This design comes from an exercise in tuning for small area and a short achievable clock period on the open sky130 flow, not from production work.
No run shown here included a check of the RTL's function; only the layout flow was run.
Power is estimated from default activity; no workload was simulated.

## flow/flow/genmodels.py

```python
import re, sys
lib = open(sys.argv[1]).read()
out = []
# split into cells
for m in re.finditer(r'\n\s*cell\s*\(\s*"?([\w]+)"?\s*\)\s*\{', lib):
    name = m.group(1)
    start = m.end()
    depth = 1; i = start
    while depth:
        c = lib[i]
        if c == '{': depth += 1
        elif c == '}': depth -= 1
        i += 1
    body = lib[start:i]
    if re.search(r'\b(ff|latch|statetable|ff_bank)\s*\(', body):
        continue
    pins = []
    for pm in re.finditer(r'\n\s*pin\s*\(\s*"?(\w+)"?\s*\)\s*\{', body):
        ps = pm.end(); d = 1; j = ps
        while d:
            c = body[j]
            if c == '{': d += 1
            elif c == '}': d -= 1
            j += 1
        pb = body[ps:j]
        dm = re.search(r'direction\s*:\s*"?(\w+)"?', pb)
        fm = re.search(r'\bfunction\s*:\s*"([^"]*)"', pb)
        pins.append((pm.group(1), dm.group(1) if dm else None, fm.group(1) if fm else None))
    ins = [p for p in pins if p[1] == 'input']
    outs = [p for p in pins if p[1] == 'output']
    if not outs or any(o[2] is None for o in outs):
        continue
    bad = False
    lines = []
    for o in outs:
        f = o[2].replace('+', '|').replace('*', '&')
        f = re.sub(r"(\w+)'", r"(!\1)", f)
        if re.search(r'VPWR|VGND|KAPWR|LOWLV|SLEEP', f):
            bad = True
        lines.append(f"  assign {o[0]} = {f};")
    if bad:
        continue
    ports = [p[0] for p in ins] + [o[0] for o in outs]
    s = f"module {name}({', '.join(ports)});\n"
    for p in ins:
        s += f"  input {p[0]};\n"
    for o in outs:
        s += f"  output {o[0]};\n"
    s += "\n".join(lines) + "\nendmodule\n"
    out.append(s)
print("\n".join(out))
```

## flow/flow/flow.env

```
LAYOUT_ARGS=("BUFFER_PORTS_ARGS=-buffer_cell sky130_fd_sc_hd__buf_2" "SETUP_SLACK_MARGIN=8.9")
```

## flow/constraint.sdc

```tcl
create_clock -name core_clock -period 13.0 [get_ports {clk}]
set_input_delay 2.6000 -clock core_clock [delete_from_list [all_inputs] [get_ports {clk}]]
set_output_delay 2.6000 -clock core_clock [all_outputs]
set_load 0.01 [all_outputs]
```

## flow/standard.sh

```bash
#!/bin/bash
# synth_recipe.tcl (not shown) runs the flow's synth.tcl, then flattens the netlist and writes it again
# the make line also repeats each setting of config.mk as NAME=value (left out here)
make -C /OpenROAD-flow-scripts/flow DESIGN_CONFIG=/design/flow/config.mk WORK_HOME=/design/flow/orfs CLKGATE_MAP_FILE= SYNTH_SCRIPT=/design/flow/synth_recipe.tcl "${@:-finish}"
```

## flow/design.v

```verilog
package game_cfg_pkg;
   localparam int refresh_default = 255;     
   localparam int field_bottom = 479;        
   localparam int rod_len       = 100;       
   localparam int rod_thick     = 10;        
   localparam int rod_step      = 10;        
   localparam int rod_start_top = 260;
   localparam int left_rod_x    = 5;         
   localparam int right_rod_x   = 625;       
   localparam int ball_start  = 300;         
   localparam int ball_radius = 8;
   localparam int ball_speed  = 3;           
   localparam int serve_h     = 4;           
   localparam int serve_v     = 3;           
   localparam int goal_low      = 140;
   localparam int goal_high     = 340;
   localparam int wall_gap_low  = 200;
   localparam int wall_gap_high = 280;
   localparam int top_bounce    = 20;
   localparam int bottom_bounce = 460;
   localparam logic [2:0] col_field     = 3'b010;  
   localparam logic [2:0] col_frame     = 3'b111;  
   localparam logic [2:0] col_left_rod  = 3'b001;  
   localparam logic [2:0] col_right_rod = 3'b100;  
   localparam logic [2:0] col_ball      = 3'b111;  
   localparam logic [2:0] col_blank     = 3'b000;
endpackage
package game_types_pkg;
   typedef logic signed [10:0] coord_t;
   typedef logic signed [3:0] vel_t;         
   typedef logic [2:0] rgb_t;                
   typedef struct packed {
      logic up;
      logic down;
   } rod_btn_t;
   typedef struct packed {
      logic [9:0] x;                         
      logic [8:0] y;                         
      logic       video_on;                  
   } pixel_t;
   typedef struct packed {
      coord_t x;
      coord_t y;
   } ball_t;
endpackage
`timescale 1ns/1ps
module game_ctrl (
   input  logic clk,
   input  logic reset,
   input  logic goal_right_mouth,  
   input  logic goal_left_mouth,   
   output logic frame_tick,        
   output logic serve_left,        
   output logic score1,
   output logic score2
);
   logic [7:0] lfsr;
   logic       low_zero;
   assign low_zero = (lfsr[6:0] == 7'd0);
   always_ff @(posedge clk or posedge reset)
   begin
      if (reset)
      begin
         lfsr       <= 8'd0;
         frame_tick <= 1'b1;
      end
      else
      begin
         lfsr       <= {lfsr[6:0], lfsr[7] ^ lfsr[5] ^ lfsr[4] ^ lfsr[3] ^ low_zero};
         frame_tick <= low_zero && lfsr[7];
      end
   end
   always_ff @(posedge clk or posedge reset)
   begin
      if (reset)
      begin
         serve_left <= 1'b0;
         score1     <= 1'b0;
         score2     <= 1'b0;
      end
      else
      begin
         score1 <= goal_right_mouth;
         score2 <= goal_left_mouth;
         if (goal_right_mouth)
            serve_left <= 1'b0;
         else if (goal_left_mouth)
            serve_left <= 1'b1;
      end
   end
endmodule
`timescale 1ns/1ps
module rod_mover (
   input  logic       clk,
   input  logic       reset,
   input  logic       frame_tick,
   input  logic [1:0] btn,           
   output logic [7:0] rod_half       
);
   always_ff @(posedge clk or posedge reset)
   begin
      if (reset)
         rod_half <= 8'd130;
      else if (frame_tick)
      begin
         if (btn[1] && (rod_half > 8'd5))
            rod_half <= rod_half - 8'd5;
         else if (btn[0] && (rod_half < 8'd185))
            rod_half <= rod_half + 8'd5;
      end
   end
endmodule
`timescale 1ns/1ps
module ball_mover (
   input  logic               clk,
   input  logic               reset,
   input  logic               frame_tick,
   input  logic               serve,
   input  logic               serve_left,
   input  logic [7:0]         left_half,     
   input  logic [7:0]         right_half,
   output logic [10:0]        xl,            
   output logic [10:0]        yl,
   output logic               goal_right_mouth,
   output logic               goal_left_mouth
);
   logic v_zero, vx_neg, vx_4, vy_neg;
   logic in_mouth, off_gap, top_wall, bot_wall, x_right, x_left;
   logic x_hit_r, x_hit_l;
   assign in_mouth = (yl >= 11'd132) && (yl <= 11'd332);     
   assign off_gap  = !((yl >= 11'd192) && (yl <= 11'd272));  
   assign top_wall = (yl <= 11'd11) || (yl >= 11'd1016);     
   assign bot_wall = (yl >= 11'd453) && (yl <= 11'd1015);    
   assign x_right  = (xl >= 11'd622) && (xl <= 11'd1015);    
   assign x_left   = (xl >= 11'd1016) && (xl <= 11'd2043);   
   assign x_hit_r  = (xl >= 11'd614) && (xl <= 11'd622);     
   assign x_hit_l  = (xl >= 11'd4) && (xl <= 11'd9);         
   logic [7:0] t_sel;
   logic [8:0] w;
   logic       y_hit;
   assign t_sel = xl[9] ? right_half : left_half;
   assign w     = {1'b0, yl[8:1]} - {1'b0, t_sel} + 9'd4;       
   assign y_hit = (yl[10:9] == 2'b00) && ((w <= 9'd49) || (w == 9'd50 && !yl[0]));
   logic hit_right, hit_left;
   assign hit_right = y_hit && x_hit_r;
   assign hit_left  = y_hit && x_hit_l;
   assign goal_right_mouth = frame_tick && in_mouth && (xl >= 11'd629) && (xl <= 11'd1015);   
   assign goal_left_mouth  = frame_tick && in_mouth && x_left;
   logic goal, move;
   assign goal = goal_right_mouth || goal_left_mouth;
   assign move = frame_tick && !v_zero;
   logic [3:0]  xa, ya;
   logic [10:0] tx, ty;
   logic [10:0] xl_next, yl_next;
   assign xa = {1'b0, xl[2:0]} + (vx_neg ? (vx_4 ? 4'd4 : 4'd5) : (vx_4 ? 4'd4 : 4'd3));
   assign ya = {1'b0, yl[2:0]} + (vy_neg ? 4'd5 : 4'd3);
   always_comb
   begin
      tx[3] = move && (xa[3] ^ vx_neg);
      ty[3] = move && (ya[3] ^ vy_neg);
      for (int i = 4; i < 11; i++)
      begin
         tx[i] = tx[i-1] && (xl[i-1] ^ vx_neg);
         ty[i] = ty[i-1] && (yl[i-1] ^ vy_neg);
      end
      xl_next[2:0] = move ? xa[2:0] : xl[2:0];
      yl_next[2:0] = move ? ya[2:0] : yl[2:0];
      for (int i = 3; i < 11; i++)
      begin
         xl_next[i] = xl[i] ^ tx[i];
         yl_next[i] = yl[i] ^ ty[i];
      end
   end
   always_ff @(posedge clk or posedge reset)
   begin
      if (reset)
      begin
         xl <= 11'd292;
         yl <= 11'd292;
      end
      else if (goal)
      begin
         xl <= 11'd292;
         yl <= 11'd292;
      end
      else
      begin
         xl <= xl_next;
         yl <= yl_next;
      end
   end
   always_ff @(posedge clk or posedge reset)
   begin
      if (reset)
      begin
         v_zero <= 1'b1;
         vx_neg <= 1'b0;
         vx_4   <= 1'b0;
         vy_neg <= 1'b0;
      end
      else if (serve)
      begin
         v_zero <= 1'b0;
         vx_neg <= serve_left;
         vx_4   <= 1'b1;
         vy_neg <= serve_left;
      end
      else if (frame_tick)
      begin
         if (goal)
            v_zero <= 1'b1;
         if (top_wall)
            vy_neg <= 1'b0;
         else if (bot_wall)
            vy_neg <= 1'b1;
         if (!top_wall && !bot_wall && x_right && off_gap)
         begin
            vx_neg <= 1'b1;
            vx_4   <= 1'b0;
         end
         else if (!top_wall && !bot_wall && x_left && off_gap)
         begin
            vx_neg <= 1'b0;
            vx_4   <= 1'b0;
         end
         else if (hit_right)
         begin
            vx_neg <= 1'b1;
            vx_4   <= 1'b0;
         end
         else if (hit_left)
         begin
            vx_neg <= 1'b0;
            vx_4   <= 1'b0;
         end
      end
   end
endmodule
`timescale 1ns/1ps
module pixel_renderer (
   input  logic               clk,
   input  logic               reset,
   input  logic [19:0]        pix,
   input  logic [10:0]        xl,            
   input  logic [10:0]        yl,
   input  logic [7:0]         left_half,
   input  logic [7:0]         right_half,
   output logic [2:0]         rgb
);
   function automatic logic ge8c(input logic [7:0] a, input logic [7:0] b, input logic cin);
      logic c;
      c = cin;
      for (int i = 0; i < 8; i++)
         c = (a[i] & ~b[i]) | ((a[i] | ~b[i]) & c);
      ge8c = c;
   endfunction
   function automatic logic sum_zero6(input logic [5:0] p, input logic [5:0] q, input logic cin);
      logic ok;
      ok = !(p[0] ^ q[0] ^ cin);
      for (int i = 1; i < 6; i++)
         ok = ok & ((p[i] ^ q[i]) == (p[i-1] | q[i-1]));
      sum_zero6 = ok;
   endfunction
   logic [9:0] px;
   logic [8:0] py;
   logic       vo;
   assign px = pix[19:10];
   assign py = pix[9:1];
   assign vo = pix[0];
   logic on_frame, on_left, on_right, on_ball;
   assign on_frame = (py < 9'd5) || (py > 9'd474)
                     || (((py < 9'd140) || (py > 9'd340)) && ((px < 10'd5) || (px > 10'd634)));
   logic [7:0] q, qm;
   logic       q_low;
   assign q     = py[8:1];
   assign qm    = q - 8'd50;
   assign q_low = (q < 8'd50);
   assign on_left  = ge8c(q, left_half, py[0]) && (q_low || !ge8c(qm, left_half, 1'b1))
                     && (px > 10'd5) && (px < 10'd15);
   assign on_right = ge8c(q, right_half, py[0]) && (q_low || !ge8c(qm, right_half, 1'b1))
                     && (px > 10'd625) && (px < 10'd635);
   logic [5:0] ax, ay;             
   logic       hx, hy;
   assign ax = {1'b0, px[4:0]} - {1'b0, xl[4:0]};
   assign ay = {1'b0, py[4:0]} - {1'b0, yl[4:0]};
   assign hx = sum_zero6({1'b0, px[9:5]}, ~xl[10:5], !ax[5]);
   assign hy = sum_zero6({2'b00, py[8:5]}, ~yl[10:5], !ay[5]);
   logic [3:0] adx, ady;
   assign adx = (ax[4] || ax[3]) ? 4'(ax[3:0] - 4'd8) : 4'(4'd8 - ax[3:0]);
   assign ady = (ay[4] || ay[3]) ? 4'(ay[3:0] - 4'd8) : 4'(4'd8 - ay[3:0]);
   logic inx, iny;
   assign inx = hx && (!ax[4] || ax[3:0] == 4'd0);
   assign iny = hy && (!ay[4] || ay[3:0] == 4'd0);
   logic [3:0] wmax;
   always_comb
   begin
      case (ady)
         4'd0:                wmax = 4'd8;
         4'd1, 4'd2, 4'd3:    wmax = 4'd7;
         4'd4, 4'd5:          wmax = 4'd6;
         4'd6:                wmax = 4'd5;
         4'd7:                wmax = 4'd3;
         default:             wmax = 4'd0;
      endcase
   end
   assign on_ball = inx && iny && (adx <= wmax);
   logic       g_next;
   logic [2:0] col_nb_next;
   assign g_next         = vo && !on_frame && !on_left && !on_right;    
   assign col_nb_next[0] = vo && (on_frame || on_left);                 
   assign col_nb_next[1] = vo && !on_left && !on_right;                 
   assign col_nb_next[2] = vo && (on_frame || on_right);                
   logic       ball_q, g_q;
   logic [2:0] col_nb_q;
   always_ff @(posedge clk or posedge reset)
   begin
      if (reset)
      begin
         ball_q   <= 1'b0;
         g_q      <= 1'b0;
         col_nb_q <= 3'b000;
      end
      else
      begin
         ball_q   <= on_ball;
         g_q      <= g_next;
         col_nb_q <= col_nb_next;
      end
   end
   assign rgb = ball_q ? {3{g_q}} : col_nb_q;
endmodule
`timescale 1ns/1ps
module foosball_top (
   input  logic                     clk,
   input  logic                     reset,
   input  logic                     stop_ball,
   input  game_types_pkg::rod_btn_t left_btn,
   input  game_types_pkg::rod_btn_t right_btn,
   input  game_types_pkg::pixel_t   pix,
   output game_types_pkg::rgb_t     rgb,
   output logic                     score1,
   output logic                     score2
);
   logic frame_tick, serve_left;
   logic goal_right_mouth, goal_left_mouth;
   logic [7:0] left_half, right_half;
   logic [10:0] xl, yl;
   game_ctrl u_ctrl (
      .clk              (clk),
      .reset            (reset),
      .goal_right_mouth (goal_right_mouth),
      .goal_left_mouth  (goal_left_mouth),
      .frame_tick       (frame_tick),
      .serve_left       (serve_left),
      .score1           (score1),
      .score2           (score2)
   );
   rod_mover left_rod  (.clk(clk), .reset(reset), .frame_tick(frame_tick),
                        .btn(left_btn), .rod_half(left_half));
   rod_mover right_rod (.clk(clk), .reset(reset), .frame_tick(frame_tick),
                        .btn(right_btn), .rod_half(right_half));
   ball_mover u_ball (
      .clk              (clk),
      .reset            (reset),
      .frame_tick       (frame_tick),
      .serve            (stop_ball),
      .serve_left       (serve_left),
      .left_half        (left_half),
      .right_half       (right_half),
      .xl               (xl),
      .yl               (yl),
      .goal_right_mouth (goal_right_mouth),
      .goal_left_mouth  (goal_left_mouth)
   );
   pixel_renderer u_render (
      .clk        (clk),
      .reset      (reset),
      .pix        (pix),
      .xl         (xl),
      .yl         (yl),
      .left_half  (left_half),
      .right_half (right_half),
      .rgb        (rgb)
   );
endmodule
```

## flow/flow/abc_rest.script

```
strash
dc2
balance; rewrite; refactor; balance; rewrite; rewrite -z; balance; refactor -z; rewrite -z; balance
balance; resub -K 6; rewrite; resub -K 6 -N 2; refactor; resub -K 8; balance; resub -K 8 -N 2; rewrite; resub -K 10; rewrite -z; resub -K 10 -N 2; balance; resub -K 12; refactor -z; resub -K 12 -N 2; rewrite -z; balance
dch -f
map -D 2500
topo
```

## flow/flow/run.sh

```bash
#!/bin/bash
# Own layout flow: the standard synthesis, then the combinational logic between the
# registers is mapped again by ABC (registers, their names and cell types are kept as
# the standard synthesis made them): the logic in front of the rgb registers for delay,
# the rest for area. Then the standard layout steps from floorplan to finish.
set -euo pipefail
WORK=$(pwd)
HERE=$(cd "$(dirname "$0")" && pwd)
R=$WORK/orfs/results/$FLOW_PLATFORM/foosball_top/base
LIB=$FLOW_HOME/platforms/$FLOW_PLATFORM/lib/sky130_fd_sc_hd__tt_025C_1v80.lib
YOSYS=$FLOW_HOME/../tools/install/yosys/bin/yosys
[ -x "$YOSYS" ] || YOSYS=$(command -v yosys)

CRIT_SCRIPT=${CRIT_SCRIPT:-abc_speed.script}
REST_SCRIPT=${REST_SCRIPT:-abc_area.script}
LAYOUT_ARGS=()
[ -f "$HERE/flow.env" ] && source "$HERE/flow.env"

# 1. standard synthesis
bash standard.sh synth > "$WORK/log_1_synth.log" 2>&1
cp "$R/1_2_yosys.v" "$WORK/std_1_2_yosys.v"

# 2. remap the combinational logic
python3 "$HERE/genmodels.py" "$LIB" > "$WORK/comb_models.v"
DU=""
for c in $(sed -n '/DONT_USE_CELLS += /,/^$/p' "$FLOW_HOME/platforms/$FLOW_PLATFORM/config.mk" | grep -o 'sky130_fd_sc_hd__[a-z0-9_]*'); do
   DU="$DU -dont_use $c"
done
printf 'set_driving_cell sky130_fd_sc_hd__buf_1\nset_load 5\n' > "$WORK/abc.constr"
cat > "$WORK/remap.ys" <<EOY
read_liberty -lib $LIB
read_verilog $WORK/std_1_2_yosys.v
hierarchy -top $FLOW_TOP
techmap -map $WORK/comb_models.v
techmap
opt -purge
select -set dw c:u_render.* %ci1:+sky130_fd_sc_hd__dfrtp_1[D] w:* %i
select -set crit @dw %ci*:-sky130_fd_sc_hd__dfrtp_1,sky130_fd_sc_hd__dfstp_2
select -set critg @crit t:\$_* %i
abc -liberty $LIB $DU -constr $WORK/abc.constr -script $HERE/$CRIT_SCRIPT @critg
abc -liberty $LIB $DU -constr $WORK/abc.constr -script $HERE/$REST_SCRIPT t:\$_*
opt_clean -purge
chtype -map sky130_fd_sc_hd__clkinv_1 sky130_fd_sc_hd__inv_1
opt_merge -share_all t:sky130_fd_sc_hd__df* %n
opt_clean -purge
hilomap -singleton -hicell sky130_fd_sc_hd__conb_1 HI -locell sky130_fd_sc_hd__conb_1 LO
insbuf -buf sky130_fd_sc_hd__buf_4 A X
splitnets
opt_clean -purge
tee -o $WORK/remap_stat.txt stat -liberty $LIB
check -assert -mapped
write_verilog -noattr -noexpr -nohex -nodec $WORK/remap_1_2_yosys.v
EOY
"$YOSYS" -s "$WORK/remap.ys" > "$WORK/log_2_remap.log" 2>&1
python3 "$HERE/netfix.py" "$WORK/remap_1_2_yosys.v" "$WORK/netfix_1_2_yosys.v" > "$WORK/log_2_netfix.log" 2>&1
cp "$WORK/netfix_1_2_yosys.v" "$R/1_2_yosys.v"
rm -f "$R/1_synth.odb" "$R/1_synth.sdc"

# 3. the standard layout from the remapped netlist
bash standard.sh "${LAYOUT_ARGS[@]}" finish > "$WORK/log_3_layout.log" 2>&1
```

## flow/flow/abc_area.script

```
strash
dc2
balance; rewrite; refactor; balance; rewrite; rewrite -z; balance; refactor -z; rewrite -z; balance
balance; resub -K 6; rewrite; resub -K 6 -N 2; refactor; resub -K 8; balance; resub -K 8 -N 2; rewrite; resub -K 10; rewrite -z; resub -K 10 -N 2; balance; resub -K 12; refactor -z; resub -K 12 -N 2; rewrite -z; balance
dch -f
amap
topo
```

## flow/flow/netfix.py

```python
#!/usr/bin/env python3
"""Peephole clean-up of a mapped netlist written by yosys write_verilog:
an inverter fed by another inverter is removed and its loads are moved to the
first inverter's input; inverters left without loads are removed too."""
import re, sys

src = open(sys.argv[1]).read()
cell_re = re.compile(r'^  (sky130_fd_sc_hd__\w+)\s+(\S+)\s*\((.*?)\);\n', re.S | re.M)
pin_re = re.compile(r'\.(\w+)\(([^()]*)\)')
OUTS = ('X', 'Y', 'Q', 'Q_N', 'SUM', 'COUT', 'HI', 'LO')

cells = []
for m in cell_re.finditer(src):
    pins = [(p, n.strip()) for p, n in pin_re.findall(m.group(3))]
    cells.append({'type': m.group(1), 'name': m.group(2), 'pins': pins, 'span': m.span(), 'dead': False})

keep = set()
for m in re.finditer(r'^\s*(?:input|output|inout)\s+(?:\[[^\]]*\]\s*)?([^;]+);', src, re.M):
    for n in m.group(1).split(','):
        keep.add(n.strip())
for m in re.finditer(r'^\s*assign\s+(.*?)\s*=\s*(.*?);', src, re.M):
    keep.add(m.group(1).strip())
    keep.add(m.group(2).strip())
def is_kept(net):
    return net in keep or net.split('[')[0].strip() in keep

def is_inv(c):
    return re.match(r'sky130_fd_sc_hd__(clk)?inv_\d+$', c['type']) is not None

drv = {}
loads = {}
def index():
    drv.clear(); loads.clear()
    for i, c in enumerate(cells):
        if c['dead']:
            continue
        for p, n in c['pins']:
            if p in OUTS:
                drv[n] = i
            else:
                loads.setdefault(n, []).append(i)
index()

changed = True
removed = 0
while changed:
    changed = False
    for b in cells:
        if b['dead'] or not is_inv(b):
            continue
        pa = dict(b['pins'])
        ai = drv.get(pa['A'])
        if ai is None:
            continue
        a = cells[ai]
        if not is_inv(a):
            continue
        x = dict(a['pins'])['A']
        y = pa['Y']
        if is_kept(y):
            continue
        for li in loads.get(y, []):
            c = cells[li]
            c['pins'] = [(p, x if (n == y and p not in OUTS) else n) for p, n in c['pins']]
        b['dead'] = True
        removed += 1
        index()
        ay = dict(a['pins'])['Y']
        if not loads.get(ay) and not is_kept(ay):
            a['dead'] = True
            removed += 1
            index()
        changed = True

out = []
pos = 0
for c in cells:
    s, e = c['span']
    out.append(src[pos:s])
    if not c['dead']:
        body = ',\n'.join(f'    .{p}({n}{" " if n.startswith(chr(92)) else ""})' for p, n in c['pins'])
        out.append(f"  {c['type']} {c['name']} (\n{body}\n  );\n")
    pos = e
out.append(src[pos:])
open(sys.argv[2], 'w').write(''.join(out))
print(f'netfix: removed {removed} inverters', file=sys.stderr)
```

## flow/config.mk

```make
export PLATFORM = sky130hd
export DESIGN_NAME = foosball_top
export DESIGN_NICKNAME = foosball_top
export VERILOG_FILES = /design/flow/design.v
export SDC_FILE = /design/flow/constraint.sdc
export NUM_CORES = 4
export LEC_CHECK = 0
export CAP_MARGIN = 20
export CORE_MARGIN = 2
export CORE_UTILIZATION = 40
export SLEW_MARGIN = 20
```

## flow/flow/abc_speed.script

```
strash
dc2
balance; rewrite; refactor; balance; rewrite; rewrite -z; balance; refactor -z; rewrite -z; balance
dch -f
map
topo
stime -p
buffer -p
upsize
dnsize
stime -p
```

==> impl_metrics.ini, run 1 <==
[timing]
setup_tns_ps = 0
hold_ws_ps = 381
final.period_utilization_pct = 30.8
rsz0062_at_grt = no
fmax_mhz = 250
slew_viol_final = 0
slew_headroom_pct = 48.9
setup_viol = 0
worst_pin_slew_ps = 766
clock_skew_ps = 7.80
hold_viol_final = 0
finalCriticalPeriod_ps = 4000
final.setup.worst_slack_ps = 9000

[critical_path]
critPathKind = in2reg
crit_fanout = 7
end_kind = flop
cp-start-kind = input port
rrSetupSlack_ps = 9180
cp.arrival_ps = 4220
required_ps = 13220

[pwr]
peakVddDrop_mv = 0.0645
finalPower_mw = 0.505
p_leak_nw = 2.60
power_density_nw_per_um2 = 84.8

[drt]
vias_per_cell = 5.87
firstDrtPassIters = 8
drt-wirelength-per-cell_um = 16.2
routed_wl_um = 15800
ant_nets = 0
drtIter0Drc = 689
post-route-drc-count = 0
vias = 5722

[grt]
grt_max_degree = 60
antenna_found_initial = 0
grt_pass1_wl_um = 24700
grt_pass1_vias = 4956
grt.overflow.total = 0
track_usage_pct = 23.0

[place]
place_ws_ps = 8620
place_area_um2 = 5490
portBuffers = 31
hpwl_um = 11800
placed_cells = 955
gp_congestion = 0.944

[clock_tree]
cts_tree = built
htree_levels = 3
path_clk_slew_ps = 50
clock_sinks = 59
cts_buffer_depth = 2
cts_buffers = 9
clk_latency_ps = 340
cts_root_buf = clkbuf_16

[logic_synthesis]
yosys_warnings = 4
syn_nets = 780
avgSynthCellArea_um2 = 6.80
syn_area_um2 = 5120
syn-instance-count = 753

[cells_and_area]
multiInputGateArea_um2 = 3260
final_area_um2 = 5950
utilization_pct = 47.3
drive_gt1_share_pct = 13.5
fin_cells = 974
most-common-layout-cells = nor2_1, inv_1, nand2_1
insertedDiodeCount = 0
nFillCells = 1273
area_growth_syn_to_layout_pct = 16.2
seq_area_um2 = 1490
final_common_cell = nor2_1
fin_nets = 824

[flow_run]
cap_violations = 0

[worst_hold_path]
hp-class = reg2reg

[floorplan]
die_h_um = 117
io_pins = 32
initial_core_util_pct = 40.7
rows = 41
die_w_um = 117
core_um2 = 12600
die_area_um2 = 13700

[outcome]
status = finished clean
[metal layers]
layer	wire (um)	track usage, %
met3	991	4.53
met5	0	0
met1	7240	31.8
met2	7100	35.1
met4	454	9.80
[area by class of cell]
type | count | share of cell area [%]
well taps | 172 | 3.62
clock inverters | 4 | 1.22
repair buffers | 35 | 3.41
flip-flops and latches | 59 | 25.1
inverters | 119 | 7.61
clock buffers | 12 | 4.31
multi-input cells | 573 | 54.8
[final timing paths]
kind,depth (start not counted),from,end
min,0,u_ctrl.lfsr[6],u_ctrl.lfsr[7]
max in group asynchronous,3,reset,u_ball.xl[3]
min reg2reg,0,u_ctrl.lfsr[6],u_ctrl.lfsr[7]
max,11,pix[4],u_render.col_nb_q[1]
max reg2reg,13,u_ball.xl[9],u_ball.vx_neg
min in group asynchronous,3,reset,right_rod.rod_half[4]
[sequential cells by signal (all words and copies together) (netlist names)]
| signal | flops |
|---|---|
| u_ball.xl | 11 |
| u_ctrl.score2 | 1 |
| u_render.g_q | 1 |
| u_ctrl.serve_left | 1 |
| right_rod.rod_half | 8 |
| u_ctrl.lfsr | 8 |
| u_ball.vy_neg | 1 |
| u_ball.yl | 11 |
| u_ctrl.frame_tick | 1 |
| u_ctrl.score1 | 1 |
| u_render.ball_q | 1 |
| left_rod.rod_half | 8 |
| u_ball.vx_4 | 1 |
| u_ball.vx_neg | 1 |
| u_render.col_nb_q | 3 |
| u_ball.v_zero | 1 |
[report_power, final]
group	internal (mW)	switching, mW	leakage (nW)
clock network	0.178	0.0901	0.159
logic	0.0180	0.0337	1.70
registers	0.185	0.000232	0.742
[critical path, cell delays in order]
cell and delay [ps]:
buf_4 130, clkinvlp_4 160, buf_4 180, a22oi_2 140, a21oi_1 100, a221oi_1 220
a221oi_1 100, o221ai_1 230, o2111ai_2 170, nand2_1 140, nor2_1 50
[what timing repair did]
| action | 4_1_cts | 5_1_grt |
|---|---|---|
| resized for setup | 0 | 34 |
| setup buffers | 0 | 3 |
| hold buffers | 0 | 0 |
| setup endpoints to repair | 0 | 5 |
==> inputs of run 2 (changes only) <==
==> flow/flow/flow.env (replaced) <==
REST_SCRIPT=abc_rest.script
LAYOUT_ARGS=("BUFFER_PORTS_ARGS=-buffer_cell sky130_fd_sc_hd__buf_2" "SETUP_SLACK_MARGIN=8.9")
==> run 2 against run 1 <==
  * Clock-buffer cell count down 3
  * Critical endpoint is now u_render.ball_q
  * Combinational power about the same
  * Flip-flop and latch count unchanged
  * Final cell count up 6.0%
  * Largest cell class unchanged
==> impl_metrics.ini, run 2 <==
[timing]
finalCriticalPeriod_ps = 4030
worst_pin_slew_ps = 961
hold_viol_final = 0
setup_tns_ps = 0
fmax_mhz = 248
clock_skew_ps = 7.21
rsz0062_at_grt = yes
final.period_utilization_pct = 31.0
setup_viol = 0
hold_ws_ps = 380
slew_headroom_pct = 35.7
slew_viol_final = 0

[cells_and_area]
final_area_um2 = 6010
most-common-layout-cells = inv_1, nor2_1, nand2_1
drive_gt1_share_pct = 12.1
fin_nets = 882
area_growth_syn_to_layout_pct = 15.1
largest_registers = u_ball.xl: 11 flops, u_ball.yl: 11 flops
insertedDiodeCount = 0
utilization_pct = 47.5
final_common_cell = inv_1

[critical_path]
reg2reg_depth = 10
slowest_delay_ps = 210
cp_common_cell = nand2_2
cp.depth = 13
end_kind = flop
critPathKind = in2reg
crit_slowest_cell = a22oi_2
crit_buf_inv = 3
cp_top_family = simple AND/OR/NAND/NOR gates
crit_chain = buf_2 -> clkinvlp_4 -> nor2_1 -> inv_1 -> nand2_2 -> nand2_2 -> a22oi_2 -> o2bb2ai_2 -> nand3_1 -> nand3b_1 -> nand2_1 -> o21bai_1 -> a21oi_1
cp-start-kind = input port
required_ps = 13230
cp.arrival_ps = 4260
crit_fanout = 5

[grt]
track_usage_pct = 23.8
grt_max_degree = 60
antenna_found_initial = 0
grt.overflow.total = 0
grt_pass1_wl_um = 27000
grt_pass1_vias = 5533

[worst_hold_path]
hold_depth = 0
hp-class = reg2reg

[floorplan]
core_um2 = 12700
die_w_um = 118
initial_core_util_pct = 41.2
rows = 41
die_h_um = 118
io_pins = 32
die_area_um2 = 14000

[pwr]
peakVddDrop_mv = 0.0673
finalPower_mw = 0.491
power_density_nw_per_um2 = 81.6
p_leak_nw = 2.66

[place]
portBuffers = 31
gp_congestion = 0.938
place_area_um2 = 5590
hpwl_um = 12500

[drt]
firstDrtPassIters = 5
vias = 5907
routed_wl_um = 16600
ant_nets = 0
vias_per_cell = 5.72
post-route-drc-count = 0
drtIter0Drc = 554
drt-wirelength-per-cell_um = 16.0

[clock_tree]
htree_levels = 3
cts_root_buf = clkbuf_16
cts_buffers = 9
ctsHoldBuffers = 0
path_clk_slew_ps = 60
clk_latency_ps = 350
cts_buffer_depth = 2
cts_tree = built
clock_sinks = 59

[logic_synthesis]
syn_nets = 840
yosys_warnings = 4
syn-instance-count = 813
avgSynthCellArea_um2 = 6.43
syn_area_um2 = 5230

[outcome]
status = finished clean

[flow_run]
cap_violations = 0
[run 2: repair_timing]
action,CTS,global route
setup endpoints to repair,0,5
buffers inserted,0,1
gates resized for setup,0,27
[run 2: layout make-up]
class | count | area [um^2]
clock inverters | 7 | 83.8
well taps | 172 | 215
inverters | 137 | 520
fillers | 1322 | 6660
flip-flops and latches | 59 | 1490
repair buffers | 33 | 175
clock buffers | 9 | 225
multi-input cells | 615 | 3300
[run 2: path summary, 6_finish.rpt]
| path | start | end | slack [ps] |
|---|---|---|---|
| setup / recovery | pix[4] | u_render.ball_q | 8970 |
| hold / removal | u_ctrl.lfsr[1] | u_ctrl.lfsr[2] | 380 |
| setup reg to reg | u_ball.xl[9] | u_ball.yl[3] | 9420 |
| hold reg to reg | u_ctrl.lfsr[1] | u_ctrl.lfsr[2] | 380 |
| max in group asynchronous | reset | u_ball.vy_neg | 10010 |
| min in group asynchronous | reset | left_rod.rod_half[5] | 2470 |
[run 2: metal layers]
layer	routed length, um	track usage, %
met1	7180	29.7
met2	7800	39.4
met3	983	4.54
met4	595	11.6
met5	0	0
[run 2: worst register-to-register path: stages, from the launching register on]
cell and delay, ps:
dfrtp_1 650, inv_1 450, nor2_1 250, nand3_1 100, inv_1 120, nand3_1 100, o21ai_0 100, nor2_1 100
nor2_1 780, inv_1 500, a311oi_1 340
[run 2: stage by stage]
stage / std cells / setup slack [ps]
final: 1032 / 8970
after global routing: 1032 / 8850
after CTS: 1031 / 8960
after detailed placement: 1015 / 8600
after global placement: 1015 / 8620
after floorplan: 813 / 8960
[run 2: where the power goes]
| part | internal, mW | switching, mW |
|---|---|---|
| sequential | 0.185 | 0.000254 |
| clock | 0.152 | 0.102 |
| combinational | 0.0168 | 0.0345 |
==> inputs of run 3 (changes only) <==
==> flow/flow/flow.env (replaced) <==
LAYOUT_ARGS=("BUFFER_PORTS_ARGS=-buffer_cell sky130_fd_sc_hd__buf_2" "SETUP_SLACK_MARGIN=9.2")
==> run 3 against run 2 <==
  * Flip-flop and latch count did not move
  * Via count fell by 0.71%
  * Sequential share of layout area shrank 1.4 points
  * Wire length decreased by 2.1%
  * Clock power is 11% higher
  * Still clean
  * Non-clock buffer count grew 23
  * Critical path depth fell by 1
  * Clock skew increased by 2.1 ps
  * Sequential power hardly changed
  * Utilization is 3.3 points higher
  * Largest cell class unchanged
  * First-iteration DRC count grew 7.6%
  * Largest power group unchanged
==> impl_metrics.ini, run 3 <==
[drt]
dr_wl_met3_um = 1030
post-route-drc-count = 0
drtIter0Drc = 596
wl_met2_um = 7280
firstDrtPassIters = 6
drt-wirelength-per-cell_um = 16.3
vias_per_cell = 5.89
routed_wl_um = 16200
top_layer = met4
wl_met1_um = 7530
ant_nets = 0
vias = 5865

[cells_and_area]
largest_registers = u_ball.xl: 11 flops, u_ball.yl: 11 flops
nFillCells = 1222
drive_gt1_share_pct = 19.1
fin_nets = 845
area_growth_syn_to_layout_pct = 24.6
most-common-layout-cells = nor2_1, inv_1, a21oi_1
final_common_cell = nor2_1
final_area_um2 = 6380
utilization_pct = 50.8
insertedDiodeCount = 0

[timing]
slew_viol_final = 0
fmax_mhz = 255
slew_headroom_pct = 45.9
setup_viol = 0
clock_skew_ps = 9.27
finalCriticalPeriod_ps = 3930
final.period_utilization_pct = 30.2
hold_viol_final = 0
setup_tns_ps = 0
rsz0062_at_grt = yes
worst_pin_slew_ps = 811

[critical_path]
crit_chain = buf_8 -> clkinvlp_4 -> buf_4 -> nor2_4 -> nor2_4 -> a22oi_1 -> a21oi_2 -> a221o_1 -> o221ai_2 -> a221oi_4 -> nor2_1 -> nor2_1
cp-start-kind = input port
critPathKind = in2reg
slowest_delay_ps = 280
cp.arrival_ps = 4150
crit_buf_inv = 3
required_ps = 13230
end_kind = flop
cp_top_family = compound AO/OA/AOI/OAI gates
crit_slowest_cell = a221o_1
crit_fanout = 5

[flow_run]
cap_violations = 0

[pwr]
p_leak_nw = 2.77
finalPower_mw = 0.530
peakVddDrop_mv = 0.0741
power_density_nw_per_um2 = 83.1

[grt]
grt.overflow.total = 0
antenna_found_initial = 0
grt_max_degree = 60
grt_pass1_vias = 5318
track_usage_pct = 24.6
grt_pass1_wl_um = 26500

[place]
hpwl_um = 11900
portBuffers = 31
place_area_um2 = 5540
gp_congestion = 0.935

[floorplan]
die_h_um = 117
core_um2 = 12600
rows = 41
die_w_um = 117
die_area_um2 = 13700
io_pins = 32
initial_core_util_pct = 40.7

[clock_tree]
cts_tree = built
cts_buffers = 9
htree_levels = 3
clock_sinks = 59
path_clk_slew_ps = 60
clk_latency_ps = 340
cts_buffer_depth = 2
ctsHoldBuffers = 0
cts_root_buf = clkbuf_16

[logic_synthesis]
avgSynthCellArea_um2 = 6.80
syn-instance-count = 753
yosys_warnings = 4
syn_nets = 780
syn_area_um2 = 5120

[outcome]
status = finished clean

[worst_hold_path]
hp-class = reg2reg
-- run 3: through the flow --
step	cells	setup slack, ps	hold WS [ps]
after floorplan	753	9070	354
after detailed placement	955	8640	366
after global routing	995	8970	392
after CTS	986	9160	381
final	995	9070	380
after global placement	955	8710	365
-- run 3: layout make-up --
type | count | area [um^2] | area share [%]
sequential | 59 | 1490 | 23.4
multi-input combinational | 573 | 3460 | 54.2
clock inverter | 5 | 100 | 1.57
tap | 172 | 215 | 3.37
timing repair buffer | 56 | 399 | 6.26
inverter | 119 | 472 | 7.39
clock buffer | 11 | 243 | 3.80
-- run 3: repair_timing --
item / CTS / global route
gates resized for setup: 42 / 37
cloned: 0 / 0
pin swaps: 24 / 24
setup endpoints to repair: 5 / 19
setup buffers: 15 / 9
-- run 3: worst register-to-register path, delay by kind of cell, from the launching register on --
| kind | cells | cell delay (ps) |
|---|---|---|
| buffers and inverters | 1 | 180 |
| AOI/OAI and AO/OA | 8 | 1310 |
| and+or+nand+nor | 6 | 1410 |
| DFF | 1 | 530 |
-- run 3: final timing paths --
kind,cells after the start,startpoint,slack [ps],endpoint
worst max-delay path,12,pix[5],9070,u_render.col_nb_q[0]
max in group asynchronous,3,reset,9910,u_ball.xl[9]
worst max register to register,15,left_rod.rod_half[5],9450,u_ball.vx_neg
min in group asynchronous,3,reset,2510,right_rod.rod_half[4]
worst min register to register,0,u_ctrl.lfsr[0],380,u_ctrl.lfsr[1]
worst min-delay path,0,u_ctrl.lfsr[0],380,u_ctrl.lfsr[1]
-- run 3: routing by layer --
layer  vias to the layer above  track usage, %
li1                       2847               -
met1                      2753            34.5
met2                       232            38.4
met3                        33            3.40
met4                         0            9.57
met5                         -               0
-- run 3: where the power goes --
| group | switching (mW) | internal (mW) | leakage, nW |
|---|---|---|---|
| logic | 0.0384 | 0.0242 | 1.86 |
| registers | 0.000235 | 0.185 | 0.740 |
| clock network | 0.0906 | 0.192 | 0.169 |
| total | 0.129 | 0.401 | 2.77 |
==> inputs of run 4 (changes only) <==
--- a/flow/design.v
+++ b/flow/design.v
@@ -70,24 +70,25 @@
          frame_tick <= low_zero && lfsr[7];
       end
    end
+   logic goal_q;
    always_ff @(posedge clk or posedge reset)
    begin
       if (reset)
       begin
          serve_left <= 1'b0;
-         score1     <= 1'b0;
-         score2     <= 1'b0;
+         goal_q     <= 1'b0;
       end
       else
       begin
-         score1 <= goal_right_mouth;
-         score2 <= goal_left_mouth;
+         goal_q <= goal_right_mouth || goal_left_mouth;
          if (goal_right_mouth)
             serve_left <= 1'b0;
          else if (goal_left_mouth)
             serve_left <= 1'b1;
       end
    end
+   assign score1 = goal_q && !serve_left;
+   assign score2 = goal_q && serve_left;
 endmodule
 `timescale 1ns/1ps
 module rod_mover (
@@ -103,9 +104,9 @@
          rod_half <= 8'd130;
       else if (frame_tick)
       begin
-         if (btn[1] && (rod_half > 8'd5))
+         if (btn[1] && (rod_half != 8'd5))         
             rod_half <= rod_half - 8'd5;
-         else if (btn[0] && (rod_half < 8'd185))
+         else if (btn[0] && (rod_half != 8'd185))
             rod_half <= rod_half + 8'd5;
       end
    end
@@ -275,10 +276,12 @@
    assign q     = py[8:1];
    assign qm    = q - 8'd50;
    assign q_low = (q < 8'd50);
-   assign on_left  = ge8c(q, left_half, py[0]) && (q_low || !ge8c(qm, left_half, 1'b1))
-                     && (px > 10'd5) && (px < 10'd15);
-   assign on_right = ge8c(q, right_half, py[0]) && (q_low || !ge8c(qm, right_half, 1'b1))
-                     && (px > 10'd625) && (px < 10'd635);
+   logic [7:0] t_side;
+   logic       on_rows;
+   assign t_side  = px[9] ? right_half : left_half;
+   assign on_rows = ge8c(q, t_side, py[0]) && (q_low || !ge8c(qm, t_side, 1'b1));
+   assign on_left  = on_rows && (px > 10'd5) && (px < 10'd15);
+   assign on_right = on_rows && (px > 10'd625) && (px < 10'd635);
    logic [5:0] ax, ay;             
    logic       hx, hy;
    assign ax = {1'b0, px[4:0]} - {1'b0, xl[4:0]};
==> flow/flow/flow.env (replaced) <==
LAYOUT_ARGS=("BUFFER_PORTS_ARGS=-buffer_cell sky130_fd_sc_hd__buf_2" "SETUP_SLACK_MARGIN=8.9")
==> run 4 against run 3 <==
  * Die area down 1.1%
  * Largest power group unchanged
  * Sequential power hardly changed
  * First-iteration DRC count is 24% lower
  * Via count decreased by 5.7%
  * Cell area shrank 9.3%
  * Still clean
  * Maximum frequency is 1.2% higher
  * Global-route usage down 1.2 points
  * Clock skew down 3.1 ps
==> impl_metrics.ini, run 4 <==
[worst_hold_path]
hp-start = u_ctrl.lfsr[0]
hold_depth = 0
min_to = u_ctrl.lfsr[1]
hp-class = reg2reg

[floorplan]
die_h_um = 116
core_um2 = 12500
initial_core_util_pct = 40.6
die_w_um = 116
die_area_um2 = 13600
io_pins = 32
rows = 41

[clock_tree]
clock_sinks = 58
path_clk_slew_ps = 60
cts_buffers = 9
clk_latency_ps = 340
htree_levels = 3
ctsHoldBuffers = 0
cts_tree = built
cts_buffer_depth = 2
cts_root_buf = clkbuf_16

[flow_run]
cap_violations = 0

[logic_synthesis]
syn-instance-count = 732
syn_nets = 759
syn_area_um2 = 5060
yosys_warnings = 4
avgSynthCellArea_um2 = 6.91

[cells_and_area]
insertedDiodeCount = 0
seq_area_um2 = 1470
most-common-layout-cells = nor2_1, inv_1, nand2_1
nFillCells = 1305
final_common_cell = nor2_1
area_growth_syn_to_layout_pct = 14.4
multiInputGateArea_um2 = 3170
drive_gt1_share_pct = 13.5
largest_registers = u_ball.xl: 11 flops, u_ball.yl: 11 flops
fin_nets = 805

[grt]
grt_pass1_wl_um = 24600
grt_pass1_vias = 5055
track_usage_pct = 23.4
antenna_found_initial = 0
grt.overflow.total = 0
grt_max_degree = 59

[drt]
drt-wirelength-per-cell_um = 16.0
ant_nets = 0
post-route-drc-count = 0
routed_wl_um = 15300
vias_per_cell = 5.79
vias = 5533
firstDrtPassIters = 6
drtIter0Drc = 453

[place]
place_ws_ps = 8560
gp_congestion = 0.884
portBuffers = 31
hpwl_um = 11500

[critical_path]
required_ps = 13230
cp-start-kind = flop
r2r_start = u_ball.yl[3]
rrSetupSlack_ps = 9120
cp.arrival_ps = 4120
critPathKind = reg2reg
r2r-end = u_ball.vx_neg
end_kind = flop
crit_fanout = 10
reg2reg_depth = 18

[timing]
slew_viol_final = 0
slew_headroom_pct = 47.0
setup_viol = 0
hold_viol_final = 0
fmax_mhz = 258
finalCriticalPeriod_ps = 3880
rsz0062_at_grt = yes
final.setup.worst_slack_ps = 9120
worst_pin_slew_ps = 795
clock_skew_ps = 6.21
final.period_utilization_pct = 29.9
setup_tns_ps = 0

[pwr]
peakVddDrop_mv = 0.0784
p_leak_nw = 2.45
power_density_nw_per_um2 = 84.9

[outcome]
status = finished clean
## run 4: stage by stage
step | instances | hold WS [ps] | area, um^2 | power (mW) | util (%)
floorplan | 732 | 346 | 5060 | 0.220 | -
global placement | 934 | 358 | 5420 | 0.235 | 43.5
detailed placement | 934 | 363 | 5420 | 0.236 | 43.5
CTS | 952 | 375 | 5760 | 0.496 | 46.2
global route | 955 | 378 | 5790 | 0.511 | 46.4
finish | 955 | 370 | 5790 | 0.491 | 46.4
## run 4: how the worst max path moves through the flow
stage | from | to | slack [ps] | depth (start not counted)
floorplan | reset | left_rod.rod_half[0] | 8990 | 1
global placement | pix[19] | u_render.g_q | 8730 | 9
detailed placement | u_ball.xl[9] | u_ball.vx_neg | 8560 | 18
CTS | u_ball.xl[9] | u_ball.vx_neg | 8900 | 18
global route | u_ball.xl[9] | u_ball.vx_neg | 8810 | 20
finish | u_ball.yl[3] | u_ball.vx_neg | 9120 | 18
## run 4: repair_timing
action | 4_1_cts | 5_1_grt
buffers inserted | 2 | 3
resized for setup | 3 | 3
endpoints found under the setup margin | 2 | 6
endpoints found under the hold margin | 0 | 0
## run 4: area by class of cell
type | count | share of cell area (%)
multi-input combinational | 564 | 54.8
sequential | 58 | 25.4
inverter | 108 | 7.07
clock buffer | 9 | 3.89
tap | 172 | 3.72
timing repair buffer | 37 | 3.50
clock inverter | 7 | 1.62
## run 4: critical path: stages (launching register included)
cell	delay, ps
dfrtp_1	560
inv_1	270
nand2_1	110
o21ai_0	90
and3_1	220
o21ai_1	230
a21oi_1	140
o21ai_2	190
inv_1	80
or3_1	330
a21oi_1	150
nor2_1	70
nor2_1	90
a21oi_1	40
or4b_1	580
o221a_1	280
nand2_1	80
nand3_1	70
a21o_1	190
## run 4: routing by layer
layer | GRT usage (%) | part of all wire [%] | wire (um)
met4 | 7.78 | 2.0 | 308
met2 | 38.1 | 47 | 7130
met1 | 30.6 | 46 | 7070
met3 | 5.45 | 5.0 | 760
met5 | 0 | 0 | 0
## run 4: report_power, final
part	internal [mW]	switching, mW	leakage (nW)
sequential	0.182	0.000191	0.731
clock	0.167	0.0911	0.151
combinational	0.0176	0.0335	1.57
==> inputs of run 5 (changes only) <==
==> flow/flow/flow.env (replaced) <==
LAYOUT_ARGS=("BUFFER_PORTS_ARGS=-buffer_cell sky130_fd_sc_hd__buf_2" "SETUP_SLACK_MARGIN=8.9" "CTS_CLUSTER_SIZE=64" "CTS_CLUSTER_DIAMETER=300")
==> run 5 against run 4 <==
  * Clock-buffer cell count is the same
  * Wire length unchanged
  * Worst hold slack is the same
  * Maximum frequency unchanged
==> impl_metrics.ini, run 5 <==
[outcome]
status = finished clean

[drt]
ant_nets = 0
drtIter0Drc = 453
post-route-drc-count = 0
firstDrtPassIters = 6
drt-wirelength-per-cell_um = 16.0
vias = 5533
vias_per_cell = 5.79
routed_wl_um = 15300

[clock_tree]
cts_buffer_depth = 2
cts_buffers = 9
cts_tree = built
clock_sinks = 58
path_clk_slew_ps = 60
ctsHoldBuffers = 0
clk_latency_ps = 340
htree_levels = 3
cts_root_buf = clkbuf_16

[cells_and_area]
fin_nets = 805
utilization_pct = 46.4
area_growth_syn_to_layout_pct = 14.4
final_area_um2 = 5790
final_common_cell = nor2_1
insertedDiodeCount = 0
most-common-layout-cells = nor2_1, inv_1, nand2_1
largest_registers = u_ball.xl: 11 flops, u_ball.yl: 11 flops
drive_gt1_share_pct = 13.5

[grt]
track_usage_pct = 23.4
grt_pass1_vias = 5055
grt.overflow.total = 0
grt_pass1_wl_um = 24600
antenna_found_initial = 0
grt_max_degree = 59

[critical_path]
crit_slowest_cell = or4b_1
rrSetupSlack_ps = 9120
reg2reg_depth = 18
end_kind = flop
cp-start-kind = flop
crit_chain = inv_1 -> nand2_1 -> o21ai_0 -> and3_1 -> o21ai_1 -> a21oi_1 -> o21ai_2 -> inv_1 -> or3_1 -> a21oi_1 -> nor2_1 -> nor2_1 -> a21oi_1 -> or4b_1 -> o221a_1 -> nand2_1 -> nand3_1 -> a21o_1
cp.arrival_ps = 4120
crit_fanout = 10
slowest_delay_ps = 580
cp_common_cell = a21oi_1
required_ps = 13230
critPathKind = reg2reg

[floorplan]
core_um2 = 12500
die_w_um = 116
die_h_um = 116
rows = 41
io_pins = 32
initial_core_util_pct = 40.6
die_area_um2 = 13600

[timing]
slew_headroom_pct = 47.0
clock_skew_ps = 6.21
setup_tns_ps = 0
fmax_mhz = 258
setup_viol = 0
final.period_utilization_pct = 29.9
rsz0062_at_grt = yes
worst_pin_slew_ps = 795
finalCriticalPeriod_ps = 3880
hold_viol_final = 0
slew_viol_final = 0

[logic_synthesis]
syn_nets = 759
syn_area_um2 = 5060
avgSynthCellArea_um2 = 6.91
yosys_warnings = 4
syn-instance-count = 732

[place]
portBuffers = 31
hpwl_um = 11500
place_area_um2 = 5420
gp_congestion = 0.884

[flow_run]
cap_violations = 0

[worst_hold_path]
hold_depth = 0
hp-class = reg2reg

[pwr]
power_density_nw_per_um2 = 84.9
p_leak_nw = 2.45
peakVddDrop_mv = 0.0784
==> run 5: power breakdown <==
part           switching [mW]  internal [mW]  leakage (nW)
Clock                  0.0911          0.167         0.151
Combinational          0.0335         0.0176          1.57
Sequential           0.000191          0.182         0.731
==> run 5: critical path, delay by kind of cell (launching register included) <==
kind | cells | cell delay [ps]
AOI/OAI and AO/OA | 8 | 1310
and+or+nand+nor | 8 | 1550
DFF | 1 | 560
buffers and inverters | 2 | 350
==> run 5: cell type report <==
cell class | instances | area (um^2)
repair buffers | 37 | 203
clock inverters | 7 | 93.8
multi-input cells | 564 | 3170
fillers | 1305 | 6680
inverters | 108 | 409
clock buffers | 9 | 225
well taps | 172 | 215
flip-flops and latches | 58 | 1470
==> run 5: path summary, 6_finish.rpt <==
kind	start	endpoint
max in group asynchronous	reset	u_ball.xl[9]
setup / recovery	u_ball.yl[3]	u_ball.vx_neg
hold reg to reg	u_ctrl.lfsr[0]	u_ctrl.lfsr[1]
min in group asynchronous	reset	u_ctrl.goal_q
hold / removal	u_ctrl.lfsr[0]	u_ctrl.lfsr[1]
setup reg to reg	u_ball.yl[3]	u_ball.vx_neg
==> run 5: layer usage <==
layer | routed length, um | share of wire [%] | global-route usage (%)
met5 | 0 | 0 | 0
met4 | 308 | 2.0 | 7.78
met3 | 760 | 5.0 | 5.45
met1 | 7070 | 46 | 30.6
met2 | 7130 | 47 | 38.1
==> run 5: timing repair <==
item | in CTS | in global routing
endpoints found under the hold margin | 0 | 0
setup buffers | 2 | 3
endpoints found under the setup margin | 2 | 6
resized for setup | 3 | 3
==> run 5: metrics by stage <==
step / power (mW) / hold slack [ps] / setup WS (ps) / cells
detailed placement: 0.236 / 363 / 8560 / 934
floorplan: 0.220 / 346 / 8990 / 732
CTS: 0.496 / 375 / 8900 / 952
global route: 0.511 / 378 / 8810 / 955
global placement: 0.235 / 358 / 8730 / 934
finish: 0.491 / 370 / 9120 / 955
==> inputs of run 6 (changes only) <==
--- a/flow/design.v
+++ b/flow/design.v
@@ -269,8 +269,14 @@
    assign py = pix[9:1];
    assign vo = pix[0];
    logic on_frame, on_left, on_right, on_ball;
-   assign on_frame = (py < 9'd5) || (py > 9'd474)
-                     || (((py < 9'd140) || (py > 9'd340)) && ((px < 10'd5) || (px > 10'd634)));
+   logic f_top, f_bot, f_lft, f_rgt, f_rows;
+   assign f_top  = (py[8:3] == 6'd0) && (!py[2] || (!py[1] && !py[0]));           
+   assign f_bot  = py[8] && py[7] && py[6]
+                   && (py[5] || (py[4] && py[3] && (py[2] || (py[1] && py[0]))));   
+   assign f_lft  = (px[9:3] == 7'd0) && (!px[2] || (!px[1] && !px[0]));           
+   assign f_rgt  = px[9] && (px[6:3] == 4'hf) && (px[2] || (px[1] && px[0]));     
+   assign f_rows = (py < 9'd140) || (py > 9'd340);
+   assign on_frame = f_top || f_bot || (f_rows && (f_lft || f_rgt));
    logic [7:0] q, qm;
    logic       q_low;
    assign q     = py[8:1];
@@ -280,8 +286,9 @@
    logic       on_rows;
    assign t_side  = px[9] ? right_half : left_half;
    assign on_rows = ge8c(q, t_side, py[0]) && (q_low || !ge8c(qm, t_side, 1'b1));
-   assign on_left  = on_rows && (px > 10'd5) && (px < 10'd15);
-   assign on_right = on_rows && (px > 10'd625) && (px < 10'd635);
+   assign on_left  = on_rows && (px[9:4] == 6'd0) && (px[3:0] > 4'd5) && (px[3:0] < 4'd15);    
+   assign on_right = on_rows && px[9] && (px[6:4] == 3'd7)
+                     && (px[3:0] > 4'd1) && (px[3:0] < 4'd11);                             
    logic [5:0] ax, ay;             
    logic       hx, hy;
    assign ax = {1'b0, px[4:0]} - {1'b0, xl[4:0]};
==> flow/flow/flow.env (replaced) <==
LAYOUT_ARGS=("BUFFER_PORTS_ARGS=-buffer_cell sky130_fd_sc_hd__buf_2" "SETUP_SLACK_MARGIN=8.9")
==> run 6 against run 5 <==
  * Flip-flop and latch count unchanged
  * Cell area increased by 0.86%
  * Still clean
  * First-iteration DRC count up 10%
  * Total power fell by 2.3%
  * Sequential share of layout area is 0.22 points lower
  * Non-clock buffer count rose by 2
  * Wire length decreased by 1.3%
  * Critical path depth decreased by 6
  * Worst hold slack worse by 1.5 ps
  * Utilization grew 0.21 points
  * Clock skew hardly changed
  * Sequential power hardly changed
==> impl_metrics.ini, run 6 <==
[cells_and_area]
area_growth_syn_to_layout_pct = 14.7
final_common_cell = nor2_1
most-common-layout-cells = nor2_1, inv_1, nand2_1
fin_nets = 826
final_area_um2 = 5840
utilization_pct = 46.6
insertedDiodeCount = 0
drive_gt1_share_pct = 12.7
largest_registers = u_ball.xl: 11 flops, u_ball.yl: 11 flops

[clock_tree]
path_clk_slew_ps = 50
htree_levels = 3
clk_latency_ps = 340
clock_sinks = 58
cts_tree = built
cts_buffers = 9
cts_buffer_depth = 2
ctsHoldBuffers = 0
cts_root_buf = clkbuf_16

[drt]
post-route-drc-count = 0
drt-wirelength-per-cell_um = 15.4
ant_nets = 0
routed_wl_um = 15100
firstDrtPassIters = 5
drtIter0Drc = 500
vias_per_cell = 5.76
vias = 5626

[critical_path]
crit_chain = buf_6 -> nor2_1 -> a21oi_1 -> o21ai_0 -> o221ai_1 -> nand2_1 -> a22oi_1 -> o21ai_1 -> o221ai_1 -> a22oi_2 -> nand2_1 -> o31ai_1
r2r-end = u_ball.vx_neg
required_ps = 13240
cp-start-kind = input port
r2r_start = left_rod.rod_half[2]
slowest_delay_ps = 240
cp.arrival_ps = 4260
end_kind = flop
cp.depth = 12
cp_top_family = compound AO/OA/AOI/OAI gates
rrSetupSlack_ps = 9340
crit_start = pix[19]
crit_buf_inv = 1
crit_fanout = 21
critPathKind = in2reg
crit_end = u_render.col_nb_q[0]
reg2reg_depth = 19
crit_slowest_cell = o31ai_1

[outcome]
status = finished clean

[timing]
slew_viol_final = 0
fmax_mhz = 249
setup_viol = 0
setup_tns_ps = 0
rsz0062_at_grt = yes
clock_skew_ps = 6.49
final.period_utilization_pct = 30.9
final.setup.worst_slack_ps = 8980
finalCriticalPeriod_ps = 4020
worst_pin_slew_ps = 759
hold_ws_ps = 369
hold_viol_final = 0
slew_headroom_pct = 48.7

[worst_hold_path]
hp-class = reg2reg
hold_depth = 0

[logic_synthesis]
syn_nets = 780
yosys_warnings = 4
avgSynthCellArea_um2 = 6.76
syn_area_um2 = 5090
syn-instance-count = 753

[grt]
grt.overflow.total = 0
grt_pass1_vias = 5236
antenna_found_initial = 0
grt_pass1_wl_um = 24900
track_usage_pct = 23.2
grt_max_degree = 59

[floorplan]
die_w_um = 117
die_area_um2 = 13600
io_pins = 32
initial_core_util_pct = 40.7
rows = 41
core_um2 = 12500
die_h_um = 117

[place]
hpwl_um = 11400
place_ws_ps = 8580
gp_congestion = 0.937
place_area_um2 = 5450
portBuffers = 31

[flow_run]
cap_violations = 0

[pwr]
p_leak_nw = 2.59
power_density_nw_per_um2 = 82.2
peakVddDrop_mv = 0.0859
==> run 6: cell types whose count changed in the layout (fill, tap and decap cells not counted), moves of 6 or more <==
cell      before  now
o21ai_0       58   66
nand2_1       75   92
nor2_1       127  116
nand3_1       11   19
a21oi_1       60   51
o221ai_1      10   16
inv_1         96  109
==> run 6: stage by stage <==
step           total power [mW]  instances
2_1_floorplan             0.221        753
3_3_place_gp              0.235        954
3_5_place_dp              0.236        954
4_1_cts                   0.484        972
5_1_grt                   0.500        976
6_report                  0.480        976
==> run 6: worst min path at each step <==
| stage | from | endpoint |
|---|---|---|
| floorplan | u_ctrl.lfsr[4] | u_ctrl.lfsr[5] |
| global placement | u_ctrl.lfsr[4] | u_ctrl.lfsr[5] |
| detailed placement | u_ctrl.lfsr[5] | u_ctrl.lfsr[6] |
| CTS | u_ctrl.lfsr[4] | u_ctrl.lfsr[5] |
| global route | u_ctrl.lfsr[0] | u_ctrl.lfsr[1] |
| finish | u_ctrl.lfsr[4] | u_ctrl.lfsr[5] |
==> run 6: power breakdown <==
part           total (mW)  internal, mW  switching [mW]
clock network       0.246         0.157          0.0882
logic              0.0526        0.0178          0.0348
registers           0.182         0.182        0.000165
total               0.480         0.357           0.123
==> run 6: what timing repair did <==
action	in CTS	in global routing
gates resized for setup	1	12
setup endpoints to repair	1	9
pin swaps	0	2
buffers inserted	2	4
==> run 6: final cells by class <==
cell class / instances / area, um^2
tap: 172 / 215
timing repair buffer: 39 / 221
fill: 1308 / 6680
clock inverter: 5 / 52.6
inverter: 118 / 447
multi-input combinational: 573 / 3180
sequential: 58 / 1470
clock buffer: 11 / 253
==> run 6: layer usage <==
layer / share of wire (%) / track usage, % / routed length [um]
met5: 0 / 0 / 0
met4: 2.8 / 9.65 / 416
met3: 5.0 / 3.76 / 759
met2: 47 / 38.6 / 7080
met1: 45 / 30.0 / 6810
==> inputs of run 7 (changes only) <==
==> flow/flow/flow.env (replaced) <==
LAYOUT_ARGS=("BUFFER_PORTS_ARGS=-buffer_cell sky130_fd_sc_hd__buf_2" "SETUP_SLACK_MARGIN=8.9" "CTS_BUF_LIST=sky130_fd_sc_hd__clkbuf_8")
==> run 7 against run 6 <==
  * Final cell count stayed put
  * Via count fell by 0.52%
  * Still clean
  * Synthesized area unchanged
  * Critical endpoint unchanged
  * Cell area shrank 1.8%
  * Worst hold slack improved by 4.3 ps
  * Flip-flop and latch count unchanged
  * Highest routed layer unchanged
==> impl_metrics.ini, run 7 <==
[timing]
hold_viol_final = 0
slew_headroom_pct = 48.5
hold_ws_ps = 373
fmax_mhz = 247
setup_viol = 0
worst_pin_slew_ps = 763
finalCriticalPeriod_ps = 4050
clock_skew_ps = 10.2
rsz0062_at_grt = no
slew_viol_final = 0
final.period_utilization_pct = 31.1
setup_tns_ps = 0

[floorplan]
rows = 41
io_pins = 32
initial_core_util_pct = 40.7
die_area_um2 = 13600
die_h_um = 117
die_w_um = 117
core_um2 = 12500

[drt]
top_layer = met4
routed_wl_um = 15000
ant_nets = 0
drt-wirelength-per-cell_um = 15.3
wl_met2_um = 7050
wl_met1_um = 6770
vias_per_cell = 5.73
drtIter0Drc = 396
firstDrtPassIters = 6
dr_wl_met3_um = 728
vias = 5597
post-route-drc-count = 0

[grt]
grt_pass1_wl_um = 24800
antenna_found_initial = 0
track_usage_pct = 23.1
grt_pass1_vias = 5186
grt.overflow.total = 0
grt_max_degree = 59

[critical_path]
cp-start-kind = input port
required_ps = 13260
crit_start = pix[19]
cp.arrival_ps = 4310
crit_fanout = 21
critPathKind = in2reg
end_kind = flop
rrSetupSlack_ps = 9390
r2r_start = left_rod.rod_half[2]

[clock_tree]
cts_tree = built
cts_root_buf = clkbuf_8
path_clk_slew_ps = 60
cts_buffer_depth = 2
ctsHoldBuffers = 0
clk_latency_ps = 370
clock_sinks = 58
cts_buffers = 9
htree_levels = 3

[pwr]
p_leak_nw = 2.54
intPower_mw = 0.297
finalPower_mw = 0.411
p_comb_share_pct = 12.7
power_density_nw_per_um2 = 71.8
seqPwrFrac_pct = 44.1
peakVddDrop_mv = 0.0643
switchingPower_mw = 0.115
swShare_pct = 27.9
clkPwrFrac_pct = 43.2

[worst_hold_path]
hp-class = reg2reg
hp-start = u_ctrl.lfsr[4]

[outcome]
status = finished clean

[cells_and_area]
area_growth_syn_to_layout_pct = 12.7
largest_registers = u_ball.xl: 11 flops, u_ball.yl: 11 flops
final_common_cell = nor2_1
insertedDiodeCount = 0
most-common-layout-cells = nor2_1, inv_1, nand2_1
drive_gt1_share_pct = 12.7
fin_nets = 826

[place]
portBuffers = 31
gp_congestion = 0.937
hpwl_um = 11400

[logic_synthesis]
avgSynthCellArea_um2 = 6.76
syn-instance-count = 753
syn_nets = 780
yosys_warnings = 4
syn_area_um2 = 5090

[flow_run]
cap_violations = 0
## run 7: worst max-delay path, cell delays in order
cell      delay, ps
buf_4           180
nor2_1          140
a21oi_1          70
o21ai_0         220
o221ai_1        160
nand2_1          80
a22oi_1          60
o21ai_1         100
o221ai_1        150
a22oi_2         190
nand2_1         110
o31ai_1         240
## run 7: area by class of cell
cell class | count | area, um^2
sequential | 58 | 1470
clock inverter | 5 | 52.6
multi-input combinational | 573 | 3180
clock buffer | 11 | 151
tap | 172 | 215
timing repair buffer | 39 | 218
inverter | 118 | 447
fill | 1313 | 6780
## run 7: worst paths after layout
check                      depth (start not counted)                    to
setup / recovery                                  12  u_render.col_nb_q[0]
hold / removal                                     0        u_ctrl.lfsr[5]
setup reg to reg                                  19         u_ball.vx_neg
hold reg to reg                                    0        u_ctrl.lfsr[5]
max in group asynchronous                          3          u_ball.xl[9]
min in group asynchronous                          3         u_ball.yl[10]
## run 7: power by group through the flow
stage	logic [mW]	registers [mW]	clock network [mW]
final	0.0522	0.181	0.178
after floorplan	0.0360	0.185	0
after detailed placement	0.0509	0.185	0
after global placement	0.0499	0.185	0
after global routing	0.0592	0.181	0.191
after CTS	0.0511	0.181	0.184
## run 7: through the flow
step | instances | area, um^2 | util (%) | setup slack, ps
after global placement | 954 | 5450 | 43.5 | 8720
after floorplan | 753 | 5090 | - | 8990
final | 976 | 5730 | 45.8 | 8950
after CTS | 970 | 5650 | 45.2 | 8930
after global routing | 976 | 5730 | 45.8 | 8880
after detailed placement | 954 | 5450 | 43.5 | 8580
## run 7: routing by layer
layer	GRT usage, %	up-vias
met1	29.8	2607
met5	0	-
met2	38.4	175
met4	9.65	0
li1	-	2781
met3	3.76	34
## run 7: timing repair
| item | CTS | global route |
|---|---|---|
| gates resized for setup | 0 | 11 |
| endpoints found under the setup margin | 0 | 8 |
| setup buffers | 0 | 6 |

[separate check: timing with driven ports]
In the flow no input, the clock included, has a driving cell. The finished layouts below were timed again as built, in two steps.
Step 1: set_driving_cell puts a clkbuf_16 on clk and a buf_2 on each other input, an assumption about the parent block.
Step 2 also shifts input and output timing later by t, the mid clock arrival at the registers, as if the neighbouring blocks saw the same clock.
Three values: ideal ports, drivers, drivers and shift; two values: the first two.
| run | t, ns | setup slack, ns | worst data-port slew with drivers (ns) |
|---|---|---|---|
| run 1 | 0.378 | 9.000 / 9.011 / 8.634 | 0.07 |
| run 2 | 0.382 | 8.971 / 8.981 / 8.600 | 0.03 |
| run 3 | 0.372 | 9.073 / 9.060 / 8.688 | 0.06 |
| run 4 | 0.381 | 9.119 / 9.119 / 8.747 | 0.04 |
| run 5 | 0.381 | 9.119 / 9.119 / 8.747 | 0.04 |
| run 6 | 0.382 | 8.978 / 8.984 / 8.602 | 0.07 |
| run 7 | 0.399 | 8.953 / 8.958 / 8.559 | 0.07 |
After both steps every run listed still meets setup and hold. The setup slack of run 7, which loses most, moves by +0.005 ns with the drivers and by -0.394 ns with both steps.
